This design comes from an exercise in tuning for small area on the open sky130 flow, not from production work. Where RTL was checked, it was by simulation tests only, not by an equivalence proof against the original. Power is estimated from default activity; no workload was simulated.

==> inputs of trial 43 <==
Design calc_top, start of the top module:
module calc_top
(
    input  logic        clk,
    input  logic        iRST_n,
    input  logic [7:0]  key_byte,
    input  logic        key_valid,
    output logic [41:0] seg,
    output logic [23:0] display_bcd
);
==> flow/config.mk <==
export PLATFORM = sky130hd
export DESIGN_NAME = calc_top
export DESIGN_NICKNAME = calc_top
export VERILOG_FILES = /design/flow/design.v
export SDC_FILE = /design/flow/constraint.sdc
export NUM_CORES = 4
export LEC_CHECK = 0
export CAP_MARGIN = 20
export CORE_MARGIN = 2
export CORE_UTILIZATION = 60
export SLEW_MARGIN = 20
==> flow/constraint.sdc <==
create_clock -name core_clock -period 80.0 [get_ports {clk}]
set_input_delay 16.0000 -clock core_clock [delete_from_list [all_inputs] [get_ports {clk}]]
set_output_delay 16.0000 -clock core_clock [all_outputs]
set_load 0.01 [all_outputs]
standard.sh (not shown) runs the stock make flow with config.mk's settings and CLKGATE_MAP_FILE= SYNTH_SCRIPT=/design/flow/synth_recipe.tcl, a recipe that flattens the netlist after the stock synthesis.
==> flow/flow/run.sh <==
#!/bin/bash
# Own layout flow: the standard flow, with
#  - the combinational logic of the standard synthesis re-mapped by ABC for
#    area (every register kept as it is, by name and cell), and the result
#    checked against the standard netlist by a Yosys equivalence proof;
#  - ports buffered with the smallest buffer;
#  - a clock tree of smaller buffers without dummy loads.
# Each tool's output goes to a log file of its own in this folder.
set -euo pipefail
HERE=$(pwd)
R=$HERE/orfs/results/$FLOW_PLATFORM/calc_top/base
LIB=$FLOW_HOME/platforms/$FLOW_PLATFORM/lib/sky130_fd_sc_hd__tt_025C_1v80.lib
DONT_USE=$(sed -n '/DONT_USE_CELLS += /,/^$/p' $FLOW_HOME/platforms/$FLOW_PLATFORM/config.mk \
           | tr -d '\\' | sed 's/export DONT_USE_CELLS += //' | tr -s ' \n' ' ')

# 1. standard synthesis
bash standard.sh synth > 1_standard_synth.log 2>&1

# 2. area re-mapping of the combinational logic, kept only if proven equal
cp $R/1_2_yosys.v $HERE/synth_standard.v
export RS_LIB=$LIB RS_TOP=$FLOW_TOP RS_DONT_USE="$DONT_USE"
best=""
best_area=""
for s in $(ls $HERE/flow/*.abc | sort); do
  n=$(basename $s .abc)
  ( RS_IN=$HERE/synth_standard.v RS_OUT=$HERE/resyn_$n.v RS_SCRIPT=$s \
      timeout 1200 yosys -c $HERE/flow/resyn.tcl > 2_resyn_$n.log 2>&1 &&
    EQ_A=$HERE/synth_standard.v EQ_B=$HERE/resyn_$n.v \
      timeout 1200 yosys -c $HERE/flow/eqv.tcl > 2_equiv_$n.log 2>&1 &&
    touch $HERE/resyn_$n.ok ) || true &
done
wait
for s in $(ls $HERE/flow/*.abc | sort); do
  n=$(basename $s .abc)
  if [[ -f $HERE/resyn_$n.ok ]]; then
    a=$(awk '/Chip area/ {print $NF}' $HERE/resyn_$n.v.stat)
    echo "$n $a" >> 2_resyn_areas.log
    if [[ -z "$best" ]] || awk -v a="$a" -v b="$best_area" 'BEGIN {exit !(a < b)}'; then
      best=$n; best_area=$a
    fi
  else
    echo "$n failed" >> 2_resyn_areas.log
  fi
done
std_area=$(awk '/Chip area/ {print $NF}' $R/../../../../reports/$FLOW_PLATFORM/calc_top/base/synth_stat.txt)
echo "standard $std_area, best ${best:-none} ${best_area:-}" >> 2_resyn_areas.log
if [[ -n "$best" ]] && awk -v a="$best_area" -v b="$std_area" 'BEGIN {exit !(a < b)}'; then
  cp $HERE/resyn_$best.v $R/1_2_yosys.v
  touch $R/1_2_yosys.v
fi

# 3. the rest of the standard flow
export BUFFER_PORTS_ARGS="-buffer_cell sky130_fd_sc_hd__buf_1"
export CTS_ARGS="$(cat $HERE/flow/cts_args.txt)"
bash standard.sh finish > 3_standard_finish.log 2>&1
==> flow/flow/s1.abc <==
strash; &get -n; &deepsyn -T 60 -S 1; &put; dch -f; amap; strash; &get -n; &deepsyn -T 60 -S 2; &put; dch -f; amap; topo
==> flow/flow/s2.abc <==
strash; &get -n; &deepsyn -T 60 -S 3; &put; dch -f; amap; strash; &get -n; &deepsyn -T 60 -S 4; &put; dch -f; map -a; topo
==> flow/flow/s3.abc <==
strash; dc2; &get -n; &deepsyn -T 60 -S 5; &put; dch -f; amap; strash; &get -n; &deepsyn -T 60 -S 6; &put; &get -n; &st; &dch -f; &nf -a -R 100; &put; topo
==> flow/flow/s4.abc <==
strash; dc2; balance; rewrite -z; refactor -z; rewrite -z; dch -f; amap; strash; dc2; balance; rewrite -z; refactor -z; rewrite -z; dch -f; amap; topo
==> flow/flow/s5.abc <==
strash; &get -n; &deepsyn -T 60 -S 21; &put; dch -f; amap; strash; &get -n; &deepsyn -T 60 -S 22; &put; dch -f; amap; topo
==> flow/flow/s6.abc <==
strash; dc2; &get -n; &deepsyn -T 60 -S 25; &put; dch -f; amap; strash; &get -n; &deepsyn -T 60 -S 26; &put; dch -f; amap; topo
==> flow/flow/s7.abc <==
strash; &get -n; &deepsyn -T 120 -S 31; &put; dch -f; amap; topo
Other scripts of this flow, unchanged in this note and not shown: flow/flow/cts_args.txt, flow/flow/eqv.tcl, flow/flow/resyn.tcl
==> build 23: changes against trial 43 <==
--- a/flow/design.v
+++ b/flow/design.v
@@ -203,21 +203,21 @@
     logic [2:0]  ph;
     logic        act;
     logic [3:0]  seq;
     logic [1:0]  state;
     logic [1:0]  op;
     logic        skip;
-    logic        err, sgn, odd_q;    
+    logic        err, sgn, movf, odd_q;
     logic        c_q, c_dbl;
     logic [4:0]  cnt;
     wire [3:0] d0 = dr[3:0];
     wire [3:0] e0 = er[3:0];
     wire [3:0] f0 = fr[3:0];
     wire [3:0] f1 = fr[7:4];
-    wire       st0 = !ph[2] && !ph[0];
-    wire       st5 = ph[2] && !ph[1];
+    wire       st0 = (ph == 3'd0);
+    wire       st5 = (ph == 3'd5);
     wire       running = (seq != SQ_NONE) && (st0 || act);
     wire       cnt_zero = (cnt == 5'd0);
     wire is_sub = (op == calc_pkg::OP_SUB);
     wire is_mul = (op == calc_pkg::OP_MUL);
     wire is_div = (op == calc_pkg::OP_DIV);
     logic       k_dig, k_op, k_back, k_space, k_enter;
@@ -241,41 +241,42 @@
     wire in_idle   = !state[1] && !state[0];
     wire in_first  = state[1] && !state[0];
     wire in_second = state[1] && state[0];
     wire in_result = !state[1] && state[0];
     wire ev_digit = take && k_dig && !in_result && d_hi_zero;
     wire ev_back  = take && k_back && in_entry;
-    logic       x_inv, x_zero, y_src_d, y_src_dd, y_inv, y_zero;
+    logic       x_inv, x_zero, y_src_d, y_inv, y_zero;
     logic [3:0] y_src, ax, ay, a_s, e0_n, y_n;
     logic       a_ci, a_co;
     logic [3:0] dd_s, fh_s;
     logic       dd_ci, dd_co;
-    assign y_src = y_src_dd ? dd_s : (y_src_d ? d0 : f0);
+    logic       cmp_bo;
+    assign y_src = y_src_d ? d0 : f0;
     bcd_nines u_nx (.a(e0), .s(e0_n));
     bcd_nines u_ny (.a(y_src), .s(y_n));
     assign ax = x_zero ? 4'd0 : (x_inv ? e0_n : e0);
     assign ay = y_zero ? 4'd0 : (y_inv ? y_n : y_src);
     bcd_add  u_add (.a(ax), .b(ay), .ci(a_ci), .s(a_s), .co(a_co));
     bcd_dbl  u_dd (.a(d0), .ci(dd_ci), .s(dd_s), .co(dd_co));
     bcd_half u_fh (.a(f0), .up(!st5 && f1[0]), .s(fh_s));
+    bcd_cmp  u_cmp (.a(e0), .b(dd_s), .bi(st0 ? 1'b0 : c_q), .bo(cmp_bo));
     logic       d_en;
     logic [3:0] d_in, e_in, f_in;
     logic       odd;
     logic       ci0;
     assign odd  = st0 ? f0[0] : odd_q;
-    wire more = a_co && !dd_co;
+    wire more = !cmp_bo && !dd_co;
     assign a_ci = st0 ? ci0 : c_q;
     always_comb begin
         d_en    = 1'b0;
         d_in    = 4'd0;
         e_in    = e0;
         f_in    = f0;
         x_inv   = 1'b0;
         x_zero  = 1'b0;
         y_src_d = 1'b0;
-        y_src_dd = 1'b0;
         y_inv   = 1'b0;
         y_zero  = 1'b0;
         ci0     = 1'b0;
         dd_ci   = st0 ? 1'b0 : c_dbl;
         if (running) begin
             case (seq)
@@ -304,22 +305,18 @@
                     y_inv   = 1'b1;
                     ci0     = 1'b1;
                     if (is_mul) begin
                         d_in = e0;           
                         e_in = 4'd0;
                     end else if (is_div) begin
-                        d_in     = dd_s;     
-                        y_src_dd = 1'b1;
+                        d_in = dd_s;         
                     end else begin
                         d_in = d0;
                     end
                 end
                 SQ_P1: begin
-                    y_src_dd = 1'b1;         
-                    y_inv    = 1'b1;
-                    ci0      = 1'b1;
                     f_in = d0;               
                     d_en = 1'b1;
                     d_in = dd_s;             
                 end
                 SQ_P2F, SQ_P2: begin
                     y_inv = !sgn;
@@ -356,13 +353,13 @@
                     d_in    = dd_s;
                 end
                 SQ_FMT: begin
                     d_en = 1'b1;
                     if (err)
                         d_in = st0 ? 4'hE : 4'h0;
-                    else if (sgn && is_sub && st5)
+                    else if (sgn && st5)
                         d_in = 4'hF;
                     else
                         d_in = e0;
                 end
                 default: ;
             endcase
@@ -388,13 +385,13 @@
             act   <= 1'b0;
             seq   <= SQ_CLEAR;
             state <= calc_pkg::ST_IDLE;
             op    <= calc_pkg::OP_ADD;
             skip  <= 1'b0;
         end else begin
-            ph  <= {ph[1:0], !ph[2]};
+            ph  <= st5 ? 3'd0 : ph + 3'd1;
             act <= running && !st5;
             if (key_valid)
                 skip <= (key_byte == 8'hF0);
             if (running) begin
                 if (st5) begin
                     case (seq)
@@ -448,28 +445,26 @@
                     end
                 end
             end
         end
     end
     always_ff @(posedge clk) begin
-        c_q   <= a_co;
-        c_dbl <= dd_co;
-    end
-    always_ff @(posedge clk) begin
         if (!running) begin
             if (take && k_enter && in_second) begin
                 err  <= is_div && d_zero;
-                sgn  <= 1'b0;
+                movf <= 1'b0;
                 cnt  <= is_mul ? 5'd19 : 5'd0;
             end
         end else begin
+            c_q   <= (seq == SQ_P1 || (seq == SQ_SETUP && is_div)) ? cmp_bo : a_co;
+            c_dbl <= dd_co;
             if (st0)
                 odd_q <= f0[0];
             if (st5) begin
                 case (seq)
-                    SQ_SETUP: if (is_sub) sgn <= !a_co;
+                    SQ_SETUP: sgn <= is_sub && !a_co;
                     SQ_P1: cnt <= cnt + 5'd1;
                     SQ_P2F, SQ_P2: begin
                         sgn <= !a_co;
                         if (!cnt_zero)
                             cnt <= cnt - 5'd1;
                     end
@@ -478,16 +473,16 @@
                             err <= sgn && (a_s != 4'd0);
                         else
                             err <= a_co;
                     end
                     SQ_MUL: begin
                         cnt <= cnt - 5'd1;
-                        if (a_co || (odd && sgn))
+                        if (a_co || (odd && movf))
                             err <= 1'b1;
                         if (dd_co)
-                            sgn <= 1'b1;
+                            movf <= 1'b1;
                     end
                     default: ;
                 endcase
             end
         end
     end
--- a/flow/flow/run.sh
+++ b/flow/flow/run.sh
@@ -20,22 +20,16 @@
 cp $R/1_2_yosys.v $HERE/synth_standard.v
 export RS_LIB=$LIB RS_TOP=$FLOW_TOP RS_DONT_USE="$DONT_USE"
 best=""
 best_area=""
 for s in $(ls $HERE/flow/*.abc | sort); do
   n=$(basename $s .abc)
-  ( RS_IN=$HERE/synth_standard.v RS_OUT=$HERE/resyn_$n.v RS_SCRIPT=$s \
-      timeout 1200 yosys -c $HERE/flow/resyn.tcl > 2_resyn_$n.log 2>&1 &&
-    EQ_A=$HERE/synth_standard.v EQ_B=$HERE/resyn_$n.v \
-      timeout 1200 yosys -c $HERE/flow/eqv.tcl > 2_equiv_$n.log 2>&1 &&
-    touch $HERE/resyn_$n.ok ) || true &
-done
-wait
-for s in $(ls $HERE/flow/*.abc | sort); do
-  n=$(basename $s .abc)
-  if [[ -f $HERE/resyn_$n.ok ]]; then
+  if RS_IN=$HERE/synth_standard.v RS_OUT=$HERE/resyn_$n.v RS_SCRIPT=$s \
+       yosys -c $HERE/flow/resyn.tcl > 2_resyn_$n.log 2>&1 &&
+     EQ_A=$HERE/synth_standard.v EQ_B=$HERE/resyn_$n.v \
+       yosys -c $HERE/flow/eqv.tcl > 2_equiv_$n.log 2>&1; then
     a=$(awk '/Chip area/ {print $NF}' $HERE/resyn_$n.v.stat)
     echo "$n $a" >> 2_resyn_areas.log
     if [[ -z "$best" ]] || awk -v a="$a" -v b="$best_area" 'BEGIN {exit !(a < b)}'; then
       best=$n; best_area=$a
     fi
   else
==> flow/flow/s1.abc (replaced) <==
strash; dc2; balance; rewrite -z; refactor -z; rewrite -z; dch -f; map -a; strash; dc2; balance; rewrite -z; refactor -z; rewrite -z; dch -f; map -a; topo
==> flow/flow/s2.abc (replaced) <==
strash; dc2; balance; rewrite -z; refactor -z; rewrite -z; dch -f; amap; strash; strash; dc2; balance; rewrite -z; refactor -z; rewrite -z; dch -f; amap; topo
==> flow/flow/s3.abc (replaced) <==
strash; dc2; balance; rewrite -z; refactor -z; rewrite -z; &get -n; &st; &dch -f; &nf -a -R 100; &put; topo
==> flow/flow/s4.abc (replaced) <==
strash; dc2; balance; rewrite -z; refactor -z; rewrite -z; dch -f; amap; topo
removed: flow/flow/s5.abc
removed: flow/flow/s6.abc
removed: flow/flow/s7.abc
==> summary.txt <==
- Of build 23 and trial 43, trial 43 has the higher worst setup slack (gap 0.49 ns).
- In trial 43 the utilization is lower than in build 23, by 0.17 points.
- Against build 23, the synthesized cell count of trial 43 is lower by about 12%.
- Final cell count: trial 43 is smaller than build 23 (9.0%).
- In trial 43 the register-to-register slack is worse than in build 23, by 1.0 ns.
==> figures <==
                                                     trial 43        build 23
Run status                                     finished clean  finished clean
Post-synthesis instance total                             521             589
WL met3                                           884 microns     956 microns
Via count of the first global-routing pass               3711            4257
Required time worst endpoint                         64.00 ns        80.24 ns
Worst hold endpoint                            er[19]$_DFF_P_  fr[18]$_DFF_P_
Die Span X                                       89.3 microns    93.4 microns
Proportion of cell area occupied by registers           46.5%           43.8%
Placement row count                                        31              32
Drt initial violations                                    348             384
P_int                                                 69.6 uW          123 uW
The RTL of build 23 was laid out without a check of its function.

## static timing again, ports no longer ideal
How much do the figures lean on ideal ports? The routed layouts below were timed once more, with nothing changed but the port constraints. Step 1 sets driving cells, clkbuf_16 on the clock port and buf_2 on the other inputs (assumed; they add their load-dependent delay and slew). Step 2, shift: input delay + t, output delay - t, t = (earliest + latest rising clock arrival at the registers) / 2. This alone moves slack from input paths to output paths. Three values: ideal, step 1, step 2; two values: the first two.
run | shift t [ns] | slack for setup (ns) | slew at the worst register clock pin (ns) | worst slew at a driven data input, ns
trial 43 | 0.385 | 61.949 / 61.915 / 61.754 | 0.09 / 0.09 | 0.03
build 23 | 0.386 | 61.463 / 61.474 / 61.088 | 0.09 / 0.09 | 0.03
After both steps setup and hold are still met in every run listed. The setup slack of build 23, which loses most, moves by +0.011 ns with the drivers and by -0.375 ns with both steps.
